Source: an optimization exercise on an open RTL-to-GDS flow (aim: small area, a short achievable clock period and few clock cycles per item). Production flows keep margins and buffers that such runs may drop. At most, simulation tests tie the RTL to the original design; equivalence was not proved.

==> flow/design.v <==
package simonPkg;
	localparam int wordBits = 16;
	localparam int keyWords = 4;
	localparam int rounds = 32;
	localparam int perClk = 4;
	localparam int clks = (rounds + perClk - 1) / perClk;
	localparam int cntBits = (clks > 8) ? 4 : (clks > 4) ? 3 : (clks > 2) ? 2 : 1;
	localparam int lastRounds = rounds - perClk * (clks - 1);
	localparam logic [61:0] zSeq =
		62'b11111010_00100101_01100001_11001101_11110100_01001010_11000011_100110;
	localparam logic [wordBits-1:0] keyConst = 16'hfffc;
endpackage
module simonTop
(
	input logic clk,
	input logic nR,
	input logic newData,
	input logic newKey,
	input logic readData,
	input logic [31:0] inData,
	input logic [7:0] infoIn,
	input logic [7:0] countIn,
	input logic [63:0] key,
	output logic [31:0] outData,
	output logic [7:0] infoOut,
	output logic [7:0] countOut,
	output logic doneData,
	output logic keyReady
);
	localparam int P = simonPkg::perClk;
	localparam int CB = simonPkg::cntBits;
	function automatic logic [15:0] roundF(logic [15:0] x);
		roundF = ({x[14:0], x[15]} & {x[7:0], x[15:8]}) ^ {x[13:0], x[15:14]};
	endfunction
	function automatic logic [63:0] roundsP(logic [31:0] s, logic [16*P-1:0] kw, int n);
		logic [15:0] a;
		logic [15:0] b;
		logic [15:0] t;
		a = s[31:16];
		b = s[15:0];
		roundsP = '0;
		for (int r = 0; r < P; r++)
		begin
			t = (b ^ kw[16*r +: 16]) ^ roundF(a);
			b = a;
			a = t;
			if (r == n - 1)
			begin
				roundsP[63:32] = {a, b};
			end
		end
		roundsP[31:0] = {a, b};
	endfunction
	function automatic logic [15:0] ror(logic [15:0] x, int n);
		ror = (x >> n) | (x << (16 - n));
	endfunction
	function automatic logic [16*(P+4)-1:0] stepP(logic [63:0] x, logic fwd, logic [P-1:0] zb);
		logic [16*(P+4)-1:0] q;
		logic [15:0] d1;
		logic [15:0] d3;
		q = '0;
		q[63:0] = x;
		for (int i = 0; i < P; i++)
		begin
			d1 = q[16*(i+1) +: 16] ^ ror(q[16*(i+1) +: 16], 1);
			d3 = q[16*(i+3) +: 16] ^ ror(q[16*(i+3) +: 16], 1);
			if (fwd)
			begin
				q[16*(i+4) +: 16] = q[16*i +: 16] ^ simonPkg::keyConst ^ {15'b0, zb[i]} ^ d1 ^ ror(d3, 3);
			end
			else
			begin
				q[16*(i+4) +: 16] = q[16*i +: 16] ^ simonPkg::keyConst ^ {15'b0, zb[i]} ^ ror(d1, 3) ^ d3;
			end
		end
		stepP = q;
	endfunction
	function automatic logic [63:0] revWords(logic [63:0] x);
		revWords = {x[15:0], x[31:16], x[47:32], x[63:48]};
	endfunction
	function automatic logic [P-1:0] zBits(logic [CB-1:0] c, logic fwd);
		int j;
		for (int s = 0; s < P; s++)
		begin
			j = P * int'(c) + s;
			if (!fwd)
			begin
				j = 27 - j;
			end
			zBits[s] = (j >= 0 && j < 62) ? simonPkg::zSeq[61 - j] : 1'b0;
		end
	endfunction
	logic prevData;
	logic prevKey;
	logic dataRise;
	logic keyRise;
	logic busy;
	logic waitE;
	logic running;
	logic expand;
	logic kLoad;
	logic eValid;
	logic resInS;
	logic startBlk;
	logic startEnc;
	logic [CB-1:0] cnt;
	logic [P-1:0] zb;
	logic [31:0] S;
	logic [7:0] sInfo;
	logic [7:0] sCount;
	logic [63:0] W;
	logic [63:0] K;
	logic [63:0] E;
	logic [16*(P+4)-1:0] QF;
	logic [16*(P+4)-1:0] QB;
	logic [16*(P+4)-1:0] Q;
	logic [63:0] RR;
	logic [31:0] RP;
	logic [31:0] RL;
	logic [31:0] RO;
	logic [31:0] O;
	logic [7:0] oInfo;
	logic [7:0] oCount;
	logic enc;
	logic lastCyc;
	logic expLast;
	logic finish;
	logic eWrite;
	logic fwd;
	assign dataRise = newData && !prevData;
	assign keyRise = newKey && !prevKey;
	assign enc = sInfo[6];
	assign running = busy && !waitE;
	assign lastCyc = (cnt == CB'(simonPkg::clks - 1));
	assign expLast = (cnt == CB'(28 / P));
	assign finish = running && lastCyc && !doneData;
	assign startBlk = (dataRise && !busy && (infoIn[6] || eValid)) || (waitE && eValid);
	assign startEnc = infoIn[6] && !waitE;
	assign eWrite = !keyRise && expLast && ((expand && !kLoad) || (running && enc && !eValid));
	assign QF = stepP(W, 1'b1, zb);
	assign QB = stepP(W, 1'b0, zb);
	assign Q = fwd ? QF : QB;
	assign RR = roundsP(S, Q[16*P-1:0], simonPkg::lastRounds);
	assign RP = RR[31:0];
	assign RL = RR[63:32];
	assign RO = resInS ? S : RL;
	always_ff @(posedge clk or negedge nR)
	begin
		if (!nR)
		begin
			prevData <= 1'b0;
			prevKey <= 1'b0;
			busy <= 1'b0;
			waitE <= 1'b0;
			expand <= 1'b0;
			kLoad <= 1'b0;
			eValid <= 1'b0;
			resInS <= 1'b0;
			cnt <= '0;
			zb <= '0;
			fwd <= 1'b1;
			keyReady <= 1'b0;
			doneData <= 1'b0;
		end
		else
		begin
			prevData <= newData;
			prevKey <= newKey;
			kLoad <= keyRise;
			if (startBlk)
			begin
				fwd <= startEnc;
			end
			else if (!running || finish)
			begin
				fwd <= 1'b1;
			end
			if (startBlk)
			begin
				zb <= zBits('0, startEnc);
			end
			else if (kLoad)
			begin
				zb <= zBits('0, 1'b1);
			end
			else if (expand)
			begin
				zb <= zBits(cnt + CB'(1), 1'b1);
			end
			else
			begin
				zb <= zBits(cnt + CB'(1), enc);
			end
			if (eWrite)
			begin
				eValid <= 1'b1;
			end
			if (keyRise)
			begin
				expand <= 1'b1;
				eValid <= 1'b0;
				keyReady <= 1'b0;
				cnt <= '0;
			end
			else if (startBlk)
			begin
				busy <= 1'b1;
				waitE <= 1'b0;
				expand <= 1'b0;
				cnt <= '0;
			end
			else
			begin
				if (!busy && dataRise)
				begin
					busy <= 1'b1;
					waitE <= 1'b1;
				end
				if (kLoad)
				begin
					keyReady <= 1'b1;
				end
				else if (expand)
				begin
					cnt <= cnt + CB'(1);
					if (expLast)
					begin
						expand <= 1'b0;
						cnt <= '0;
					end
				end
				else if (running)
				begin
					if (!lastCyc)
					begin
						cnt <= cnt + CB'(1);
					end
					else if (finish)
					begin
						busy <= 1'b0;
						resInS <= 1'b0;
						cnt <= '0;
					end
					else
					begin
						resInS <= 1'b1;
					end
				end
			end
			if (finish)
			begin
				doneData <= 1'b1;
			end
			else if (readData)
			begin
				doneData <= 1'b0;
			end
		end
	end
	always_ff @(posedge clk)
	begin
		if (!busy)
		begin
			S <= infoIn[6] ? inData : {inData[15:0], inData[31:16]};
			sInfo <= infoIn;
			sCount <= countIn;
		end
		else if (running && !resInS)
		begin
			S <= lastCyc ? RL : RP;
		end
		if (keyRise)
		begin
			K <= key;
		end
		if (startBlk || kLoad)
		begin
			W <= (kLoad || startEnc) ? K : E;
		end
		else
		begin
			W <= Q[16*P +: 64];
		end
		if (eWrite)
		begin
			E <= revWords(W);
		end
		if (finish)
		begin
			O <= RO;
			oInfo <= sInfo ^ 8'h10;
			oCount <= sCount;
		end
	end
	assign outData = oInfo[6] ? O : {O[15:0], O[31:16]};
	assign infoOut = oInfo;
	assign countOut = oCount;
endmodule
export LEC_CHECK = 0
export CAP_MARGIN = 20
export CORE_MARGIN = 2
export CORE_UTILIZATION = 65
export CTS_BUF_LIST = sky130_fd_sc_hd__clkbuf_4 sky130_fd_sc_hd__clkbuf_8
export PLACE_DENSITY = 0.75
export SETUP_SLACK_MARGIN = 3.8
export SLEW_MARGIN = 20
create_clock -name core_clock -period 7.0 [get_ports {clk}]
standard.sh (not shown) runs the stock make flow with config.mk's settings and CLKGATE_MAP_FILE= SYNTH_SCRIPT=/design/flow/synth_recipe.tcl, a recipe that flattens the netlist after the stock synthesis.
==> flow/flow/run.sh <==
#!/bin/bash
# The standard layout, with plain buf_1 cells as the port buffers
export BUFFER_PORTS_ARGS="-buffer_cell sky130_fd_sc_hd__buf_1"
bash standard.sh > standard.log 2>&1
The first run produced a clean layout.
Next try:
--- a/flow/design.v
+++ b/flow/design.v
@@ -125,9 +125,8 @@
 	logic lastCyc;
 	logic expLast;
 	logic finish;
 	logic eWrite;
-	logic fwd;
 	assign dataRise = newData && !prevData;
 	assign keyRise = newKey && !prevKey;
 	assign enc = sInfo[6];
 	assign running = busy && !waitE;
@@ -138,9 +137,9 @@
 	assign startEnc = infoIn[6] && !waitE;
 	assign eWrite = !keyRise && expLast && ((expand && !kLoad) || (running && enc && !eValid));
 	assign QF = stepP(W, 1'b1, zb);
 	assign QB = stepP(W, 1'b0, zb);
-	assign Q = fwd ? QF : QB;
+	assign Q = (!running || enc) ? QF : QB;
 	assign RR = roundsP(S, Q[16*P-1:0], simonPkg::lastRounds);
 	assign RP = RR[31:0];
 	assign RL = RR[63:32];
 	assign RO = resInS ? S : RL;
@@ -157,25 +156,16 @@
 			eValid <= 1'b0;
 			resInS <= 1'b0;
 			cnt <= '0;
 			zb <= '0;
-			fwd <= 1'b1;
 			keyReady <= 1'b0;
 			doneData <= 1'b0;
 		end
 		else
 		begin
 			prevData <= newData;
 			prevKey <= newKey;
 			kLoad <= keyRise;
-			if (startBlk)
-			begin
-				fwd <= startEnc;
-			end
-			else if (!running || finish)
-			begin
-				fwd <= 1'b1;
-			end
 			if (startBlk)
 			begin
 				zb <= zBits('0, startEnc);
 			end
What happened: Design area rises by 2.5%. Die area goes up by 2.3%. Setup slack improves by 0.031 ns. Via count went up by 3.1%. Sequential share of layout area came out lower by 0.90 points. Synthesized area goes up by 2.4%. Non-clock buffer count is higher by 1. Fmax increases by about 1%. Global-route usage went up by 1.3 points. Clock-buffer cell count drops by 6. Cell count climbs by 2.2%.
Testbench counts after the change, summed over its fixed seeds: cycles 3,584, items 384.
No functional check of the RTL was part of the first run of this note.

## the reference run
Another version of the RTL of simonTop (not shown whole).
Size in the first run: roughly 1800 cells after synthesis, ~310 flip-flops, roughly 170 I/O pins.
==> module simonTop, before the edit <==
module simonTop
(
	input logic clk,
	input logic nR,
	input logic newData,
	input logic newKey,
	input logic readData,
	input logic [31:0] inData,
	input logic [7:0] infoIn,
	input logic [7:0] countIn,
	input logic [63:0] key,
	output logic [31:0] outData,
	output logic [7:0] infoOut,
	output logic [7:0] countOut,
	output logic doneData,
	output logic keyReady
);
	localparam int P = simonPkg::perClk;
	localparam int CB = simonPkg::cntBits;
	function automatic logic [15:0] roundF(logic [15:0] x);
		roundF = ({x[14:0], x[15]} & {x[7:0], x[15:8]}) ^ {x[13:0], x[15:14]};
	endfunction
	function automatic logic [63:0] roundsP(logic [31:0] s, logic [16*P-1:0] kw, int n);
		logic [15:0] a;
		logic [15:0] b;
		logic [15:0] t;
		a = s[31:16];
		b = s[15:0];
		roundsP = '0;
		for (int r = 0; r < P; r++)
		begin
			t = (b ^ kw[16*r +: 16]) ^ roundF(a);
			b = a;
			a = t;
			if (r == n - 1)
			begin
				roundsP[63:32] = {a, b};
			end
		end
		roundsP[31:0] = {a, b};
	endfunction
	function automatic logic [15:0] ror(logic [15:0] x, int n);
		ror = (x >> n) | (x << (16 - n));
	endfunction
	function automatic logic [16*(P+4)-1:0] stepP(logic [63:0] x, logic fwd, logic [P-1:0] zb);
		logic [16*(P+4)-1:0] q;
		logic [15:0] d1;
		logic [15:0] d3;
		q = '0;
		q[63:0] = x;
		for (int i = 0; i < P; i++)
		begin
			d1 = q[16*(i+1) +: 16] ^ ror(q[16*(i+1) +: 16], 1);
			d3 = q[16*(i+3) +: 16] ^ ror(q[16*(i+3) +: 16], 1);
			if (fwd)
			begin
				q[16*(i+4) +: 16] = q[16*i +: 16] ^ simonPkg::keyConst ^ {15'b0, zb[i]} ^ d1 ^ ror(d3, 3);
			end
			else
			begin
				q[16*(i+4) +: 16] = q[16*i +: 16] ^ simonPkg::keyConst ^ {15'b0, zb[i]} ^ ror(d1, 3) ^ d3;
			end
		end
		stepP = q;
	endfunction
	function automatic logic [63:0] revWords(logic [63:0] x);
		revWords = {x[15:0], x[31:16], x[47:32], x[63:48]};
	endfunction
	function automatic logic [P-1:0] zBits(logic [CB-1:0] c, logic fwd);
		int j;
		for (int s = 0; s < P; s++)
		begin
			j = P * int'(c) + s;
			if (!fwd)
			begin
				j = 27 - j;
			end
			zBits[s] = (j >= 0 && j < 62) ? simonPkg::zSeq[61 - j] : 1'b0;
		end
	endfunction
	logic prevData;
	logic prevKey;
	logic dataRise;
	logic keyRise;
	logic busy;
	logic waitE;
	logic running;
	logic expand;
	logic kLoad;
	logic eValid;
	logic resInS;
	logic startBlk;
	logic startEnc;
	logic [CB-1:0] cnt;
	logic [P-1:0] zb;
	logic [31:0] S;
	logic [7:0] sInfo;
	logic [7:0] sCount;
	logic [63:0] W;
	logic [63:0] K;
	logic [63:0] E;
	logic [16*(P+4)-1:0] QF;
	logic [16*(P+4)-1:0] QB;
	logic [16*(P+4)-1:0] Q;
	logic [63:0] RR;
	logic [31:0] RP;
	logic [31:0] RL;
	logic [31:0] RO;
	logic [31:0] O;
	logic [7:0] oInfo;
	logic [7:0] oCount;
	logic enc;
	logic lastCyc;
	logic expLast;
	logic finish;
	logic eWrite;
	assign dataRise = newData && !prevData;
	assign keyRise = newKey && !prevKey;
	assign enc = sInfo[6];
	assign running = busy && !waitE;
	assign lastCyc = (cnt == CB'(simonPkg::clks - 1));
	assign expLast = (cnt == CB'(simonPkg::expLast));
	assign finish = running && lastCyc && !doneData;
	assign startBlk = (dataRise && !busy && (infoIn[6] || eValid)) || (waitE && eValid);
	assign startEnc = infoIn[6] && !waitE;
	assign eWrite = !keyRise && expLast && ((expand && !kLoad) || (running && enc && !eValid));
	assign QF = stepP(W, 1'b1, zb);
	assign QB = stepP(W, 1'b0, zb);
	assign Q = (!running || enc) ? QF : QB;
	assign RR = roundsP(S, Q[16*P-1:0], simonPkg::lastRounds);
	assign RP = RR[31:0];
	assign RL = RR[63:32];
	assign RO = resInS ? S : RL;
	always_ff @(posedge clk or negedge nR)
	begin
		if (!nR)
		begin
			prevData <= 1'b0;
			prevKey <= 1'b0;
			busy <= 1'b0;
			waitE <= 1'b0;
			expand <= 1'b0;
			kLoad <= 1'b0;
			eValid <= 1'b0;
			resInS <= 1'b0;
			cnt <= '0;
			zb <= '0;
			keyReady <= 1'b0;
			doneData <= 1'b0;
		end
		else
		begin
			prevData <= newData;
			prevKey <= newKey;
			kLoad <= keyRise;
			if (startBlk)
			begin
				zb <= zBits('0, startEnc);
			end
			else if (kLoad)
			begin
				zb <= zBits('0, 1'b1);
			end
			else if (expand)
			begin
				zb <= zBits(cnt + CB'(1), 1'b1);
			end
			else
			begin
				zb <= zBits(cnt + CB'(1), enc);
			end
			if (eWrite)
			begin
				eValid <= 1'b1;
			end
			if (keyRise)
			begin
				expand <= 1'b1;
				eValid <= 1'b0;
				keyReady <= 1'b0;
				cnt <= '0;
			end
			else if (startBlk)
			begin
				busy <= 1'b1;
				waitE <= 1'b0;
				expand <= 1'b0;
				cnt <= '0;
			end
			else
			begin
				if (!busy && dataRise)
				begin
					busy <= 1'b1;
					waitE <= 1'b1;
				end
				if (kLoad)
				begin
					keyReady <= 1'b1;
				end
				else if (expand)
				begin
					cnt <= cnt + CB'(1);
					if (expLast)
					begin
						expand <= 1'b0;
						cnt <= '0;
					end
				end
				else if (running)
				begin
					if (!lastCyc)
					begin
						cnt <= cnt + CB'(1);
					end
					else if (finish)
					begin
						busy <= 1'b0;
						resInS <= 1'b0;
						cnt <= '0;
					end
					else
					begin
						resInS <= 1'b1;
					end
				end
			end
			if (finish)
			begin
				doneData <= 1'b1;
			end
			else if (readData)
			begin
				doneData <= 1'b0;
			end
		end
	end
	always_ff @(posedge clk)
	begin
		if (!busy)
		begin
			S <= infoIn[6] ? inData : {inData[15:0], inData[31:16]};
			sInfo <= infoIn;
			sCount <= countIn;
		end
		else if (running && !resInS)
		begin
			S <= lastCyc ? RL : RP;
		end
		if (keyRise)
		begin
			K <= key;
		end
		if (startBlk || kLoad)
		begin
			W <= (kLoad || startEnc) ? K : E;
		end
		else
		begin
			W <= Q[16*P +: 64];
		end
		if (eWrite)
		begin
			E <= revWords(Q[16*simonPkg::expOff +: 64]);
		end
		if (finish)
		begin
			O <= enc ? RO : {RO[15:0], RO[31:16]};
			oInfo <= sInfo ^ 8'h10;
			oCount <= sCount;
		end
	end
	assign outData = O;
	assign infoOut = oInfo;
	assign countOut = oCount;
endmodule
==> flow/config.mk <==
export PLATFORM = sky130hd
export DESIGN_NAME = simonTop
export DESIGN_NICKNAME = simonTop
export VERILOG_FILES = /design/flow/design.v
export SDC_FILE = /design/flow/constraint.sdc
export NUM_CORES = 4
export LEC_CHECK = 0
export CAP_MARGIN = 20
export CORE_MARGIN = 2
export CORE_UTILIZATION = 50
export PLACE_DENSITY = 0.6
export SETUP_SLACK_MARGIN = 3.6
export SLEW_MARGIN = 20
==> flow/constraint.sdc <==
create_clock -name core_clock -period 7.0 [get_ports {clk}]
set_input_delay 1.4000 -clock core_clock [delete_from_list [all_inputs] [get_ports {clk}]]
set_output_delay 1.4000 -clock core_clock [all_outputs]
set_load 0.01 [all_outputs]
Scripts as last shown in full above: flow/flow/run.sh
diff inputs: the reference run => the trial run
--- a/flow/design.v
+++ b/flow/design.v
@@ -5,10 +5,8 @@
 	localparam int perClk = 4;
 	localparam int clks = (rounds + perClk - 1) / perClk;
 	localparam int cntBits = (clks > 8) ? 4 : (clks > 4) ? 3 : (clks > 2) ? 2 : 1;
 	localparam int lastRounds = rounds - perClk * (clks - 1);
-	localparam int expLast = (28 + perClk - 1) / perClk - 1;
-	localparam int expOff = 28 - perClk * expLast;
 	localparam logic [61:0] zSeq =
 		62'b11111010_00100101_01100001_11001101_11110100_01001010_11000011_100110;
 	localparam logic [wordBits-1:0] keyConst = 16'hfffc;
 endpackage
@@ -132,9 +130,9 @@
 	assign keyRise = newKey && !prevKey;
 	assign enc = sInfo[6];
 	assign running = busy && !waitE;
 	assign lastCyc = (cnt == CB'(simonPkg::clks - 1));
-	assign expLast = (cnt == CB'(simonPkg::expLast));
+	assign expLast = (cnt == CB'(28 / P));
 	assign finish = running && lastCyc && !doneData;
 	assign startBlk = (dataRise && !busy && (infoIn[6] || eValid)) || (waitE && eValid);
 	assign startEnc = infoIn[6] && !waitE;
 	assign eWrite = !keyRise && expLast && ((expand && !kLoad) || (running && enc && !eValid));
@@ -274,17 +272,17 @@
 			W <= Q[16*P +: 64];
 		end
 		if (eWrite)
 		begin
-			E <= revWords(Q[16*simonPkg::expOff +: 64]);
+			E <= revWords(W);
 		end
 		if (finish)
 		begin
-			O <= enc ? RO : {RO[15:0], RO[31:16]};
+			O <= RO;
 			oInfo <= sInfo ^ 8'h10;
 			oCount <= sCount;
 		end
 	end
-	assign outData = O;
+	assign outData = oInfo[6] ? O : {O[15:0], O[31:16]};
 	assign infoOut = oInfo;
 	assign countOut = oCount;
 endmodule
--- outcome ---
The trial run ran to completion and came out clean on the timing, design-rule and antenna checks.
Delta (the trial run minus the reference run): met2 routed wirelength fell by about 6%; largest net degree at the start of global routing went down; final-layout clock-cell area share rose 0.73 points.
Going from the reference run to the trial run, global routing usage summed across all routing layers held steady, worst relative slew slack shrank by 15 points, sequential share of layout area grew by 0.26 points.
Testbench counts of the trial run, summed over its fixed seeds: cycles 3,584, items 384.
The RTL of the reference run was laid out without a check of its function.

port drivers added, routing unchanged:
How much do the figures lean on ideal ports? The routed layouts below were timed once more, with nothing changed but the port constraints. Step 1 assumes that a clkbuf_16 drives the clock port and a buf_2 every other input. Step 2 times the ports against the registers' clock, not the clock port: input delays grow and output delays shrink by t, the midpoint of the rising clock arrivals with the driver on. a / b / c = ideal / step 1 / step 2; a / b = the first two.
| run | t (ns) | slack for setup (ns) | worst setup path at the end | worst register clock-pin slew, ns | pins driven straight from the clock port |
|---|---|---|---|---|---|
| the first run of note 1 | 0.640 | 3.739 / 3.739 / 3.273 | input to register | 0.07 / 0.07 | 1 |
| the second run of note 1 | 0.683 | 3.770 / 3.751 / 3.263 | input to register | 0.08 / 0.08 | 1 |
| the reference run | 0.613 | 3.626 / 3.626 / 3.379 | input to register | 0.07 / 0.07 | 1 |
| the trial run | 0.605 | 3.572 / 3.572 / 3.181 | input to register | 0.07 / 0.07 | 1 |
After both steps setup and hold are still met in every run listed. The setup slack of the second run of note 1, which loses most, moves by -0.019 ns with the drivers and by -0.507 ns with both steps.
